Source: an optimization exercise on an open RTL-to-GDS flow (aim: small area). Production flows keep margins and buffers that such runs may drop.
In this exercise RTL edits were held to simulation tests only and were not proved equivalent to the original.
Power is estimated from default activity; no workload was simulated.

// vmem_accum_seq
module vmem_accum_seq #(
  parameter int ADDR_W = 32,
  parameter int DATA_W = 32,
  parameter int LEN_W  = 11
) (
  input  logic              clk,
  input  logic              reset,
  input  logic              start,
  input  logic              op,
  input  logic [ADDR_W-1:0] src_a,
  input  logic [ADDR_W-1:0] src_b,
  input  logic [ADDR_W-1:0] dst,
  input  logic [LEN_W-1:0]  len,
  input  logic              reduce,
  output logic              busy,
  output logic              done,
  output logic [ADDR_W-1:0] vm_addr_a,
  output logic [ADDR_W-1:0] vm_addr_b,
  output logic [ADDR_W-1:0] vm_addr_c,
  output logic [DATA_W-1:0] vm_wd,
  output logic              vm_we,
  input  logic [DATA_W-1:0] vm_rv_a,
  input  logic [DATA_W-1:0] vm_rv_b
);
export LEC_CHECK = 0
export ABC_AREA = 1
export CAP_MARGIN = 20
export CORE_MARGIN = 2
export CORE_UTILIZATION = 40
export SLEW_MARGIN = 20
create_clock -name core_clock -period 12.5 [get_ports {clk}]
standard.sh (not shown) runs the stock make flow with config.mk's settings and CLKGATE_MAP_FILE= SYNTH_SCRIPT=/design/flow/synth_recipe.tcl, a recipe that flattens the netlist after the stock synthesis.
==> flow/flow/run.sh <==
#!/bin/bash
# Standard ORFS flow with three changes:
#  - after the standard synthesis, the combinational logic between the registers,
#    full adders and half adders is mapped again by ABC (flow/remap.abc); the
#    registers, full adders and half adders are kept as they are;
#  - flow/fixfa.py then moves inverters off full-adder and XOR pins (full adders
#    are self-dual);
#  - the port buffers that global placement inserts use sky130_fd_sc_hd__buf_1.
set -euo pipefail
R=orfs/results/${FLOW_PLATFORM}/vmem_accum_seq/base
LIB=${FLOW_HOME}/platforms/sky130hd/lib/sky130_fd_sc_hd__tt_025C_1v80.lib
bash standard.sh synth > synth.log 2>&1
cp $R/1_2_yosys.v $R/1_2_yosys.std.v
yosys -l remap.log -p "read_liberty -ignore_miss_func $LIB; read_verilog $R/1_2_yosys.std.v; hierarchy -top $FLOW_TOP; blackbox sky130_fd_sc_hd__fa_* sky130_fd_sc_hd__ha_* sky130_fd_sc_hd__df* sky130_fd_sc_hd__edf* sky130_fd_sc_hd__sdf* sky130_fd_sc_hd__dl* sky130_fd_sc_hd__conb_1; flatten; opt_clean -purge; abc -liberty $LIB -dont_use sky130_fd_sc_hd__probe_p_8 -dont_use sky130_fd_sc_hd__probec_p_8 -dont_use sky130_fd_sc_hd__lpflow_bleeder_1 -dont_use sky130_fd_sc_hd__lpflow_clkbufkapwr_1 -dont_use sky130_fd_sc_hd__lpflow_clkbufkapwr_16 -dont_use sky130_fd_sc_hd__lpflow_clkbufkapwr_2 -dont_use sky130_fd_sc_hd__lpflow_clkbufkapwr_4 -dont_use sky130_fd_sc_hd__lpflow_clkbufkapwr_8 -dont_use sky130_fd_sc_hd__lpflow_clkinvkapwr_1 -dont_use sky130_fd_sc_hd__lpflow_clkinvkapwr_16 -dont_use sky130_fd_sc_hd__lpflow_clkinvkapwr_2 -dont_use sky130_fd_sc_hd__lpflow_clkinvkapwr_4 -dont_use sky130_fd_sc_hd__lpflow_clkinvkapwr_8 -dont_use sky130_fd_sc_hd__lpflow_decapkapwr_12 -dont_use sky130_fd_sc_hd__lpflow_decapkapwr_3 -dont_use sky130_fd_sc_hd__lpflow_decapkapwr_4 -dont_use sky130_fd_sc_hd__lpflow_decapkapwr_6 -dont_use sky130_fd_sc_hd__lpflow_decapkapwr_8 -dont_use sky130_fd_sc_hd__lpflow_inputiso0n_1 -dont_use sky130_fd_sc_hd__lpflow_inputiso0p_1 -dont_use sky130_fd_sc_hd__lpflow_inputiso1n_1 -dont_use sky130_fd_sc_hd__lpflow_inputiso1p_1 -dont_use sky130_fd_sc_hd__lpflow_inputisolatch_1 -dont_use sky130_fd_sc_hd__lpflow_isobufsrc_1 -dont_use sky130_fd_sc_hd__lpflow_isobufsrc_16 -dont_use sky130_fd_sc_hd__lpflow_isobufsrc_2 -dont_use sky130_fd_sc_hd__lpflow_isobufsrc_4 -dont_use sky130_fd_sc_hd__lpflow_isobufsrc_8 -dont_use sky130_fd_sc_hd__lpflow_isobufsrckapwr_16 -dont_use sky130_fd_sc_hd__lpflow_lsbuf_lh_hl_isowell_tap_1 -dont_use sky130_fd_sc_hd__lpflow_lsbuf_lh_hl_isowell_tap_2  -script flow/remap.abc -D 4000; opt_clean -purge; rename -hide w:*.*; opt_clean -purge; hilomap -singleton -hicell sky130_fd_sc_hd__conb_1 HI -locell sky130_fd_sc_hd__conb_1 LO; splitnets; opt_clean -purge; insbuf -buf sky130_fd_sc_hd__buf_1 A X; stat -liberty $LIB; write_verilog -noattr -noexpr -nohex -nodec $R/1_2_yosys.remap.v" > /dev/null
python3 flow/fixfa.py $R/1_2_yosys.remap.v $R/1_2_yosys.v > fixfa.log 2>&1
rm -f $R/1_synth.odb $R/1_synth.sdc
bash standard.sh "BUFFER_PORTS_ARGS=-buffer_cell sky130_fd_sc_hd__buf_1" finish > layout.log 2>&1
Other scripts of this flow, unchanged in this note and not shown: flow/flow/fixfa.py, flow/flow/remap.abc
Rerun with:
--- a/flow/config.mk
+++ b/flow/config.mk
@@ -11,0 +12 @@
+export GPL_TIMING_DRIVEN = 0
The changed run finished with timing, DRC and antenna clean.
Fmax goes down by 1.2%.
Design area goes down by 0.52%.
Sequential power goes up by about 2%.
Die area stays the same.
Via count goes up by 2.9%.
Hold slack is about the same.
Count of clock-buffer cells in the layout is unchanged.
Synthesized area stays the same.

vmem_accum_seq again, from the RTL that the note above started with.
Settings: LEC_CHECK=0, ABC_AREA=1, CAP_MARGIN=20, CORE_MARGIN=2, CORE_UTILIZATION=40, CTS_BUF_LIST=sky130_fd_sc_hd__clkbuf_4 sky130_fd_sc_hd__clkbuf_8, SLEW_MARGIN=20; clock period 12.5 ns.
Scripts as last shown in full above: flow/flow/run.sh
Other scripts of this flow, unchanged in this note and not shown: flow/flow/fixfa.py, flow/flow/remap.abc
The baseline completed without violations.
Rerun with:
CORE_UTILIZATION = 65   (was 40)
CTS_BUF_LIST = not set   (was sky130_fd_sc_hd__clkbuf_4 sky130_fd_sc_hd__clkbuf_8)
=> Flip-flop and latch count stays the same. Worst setup slack gains 0.23 ns. Core utilization climbs by 29 points. Hold slack barely changes. Register-to-register slack gains 0.04 ns. Combinational power rises by about 4%. Non-clock buffer count is lower by 1. Clock power went up by 25%. Critical path depth went up by 1. Global-route usage went up by 13 points.

## port drivers added, routing unchanged
The results above use ideal ports. As a check the final layouts listed here were re-extracted and re-timed, cells and wires unchanged.
Step 1 sets driving cells, clkbuf_16 on the clock port and buf_2 on the other inputs (assumed; they add their load-dependent delay and slew).
Step 2 also shifts input and output timing later by t, the mid clock arrival at the registers, as if the neighbouring blocks saw the same clock.
Slacks: ideal ports / drivers / drivers and shift; pairs: ideal ports / drivers.
| run | shift t [ns] | slack for setup (ns) | latest minus earliest clock arrival (ns) | worst register clock-pin slew, ns | pins driven straight from the clock port |
|---|---|---|---|---|---|
| the first run of note 1 | 0.400 | 0.577 / 0.519 / 0.519 | 0.017 / 0.017 | 0.08 / 0.08 | 1 |
| the second run of note 1 | 0.410 | 0.436 / 0.363 / 0.363 | 0.015 / 0.015 | 0.08 / 0.08 | 1 |
| the first run of note 2 | 0.427 | 0.579 / 0.524 / 0.524 | 0.026 / 0.027 | 0.12 / 0.12 | 1 |
| the second run of note 2 | 0.383 | 0.805 / 0.778 / 0.778 | 0.013 / 0.013 | 0.08 / 0.08 | 1 |
After both steps setup and hold are still met in every run listed. For the second run of note 1, which loses most, drivers alone change the setup slack by -0.073 ns; drivers and shift together by -0.073 ns.
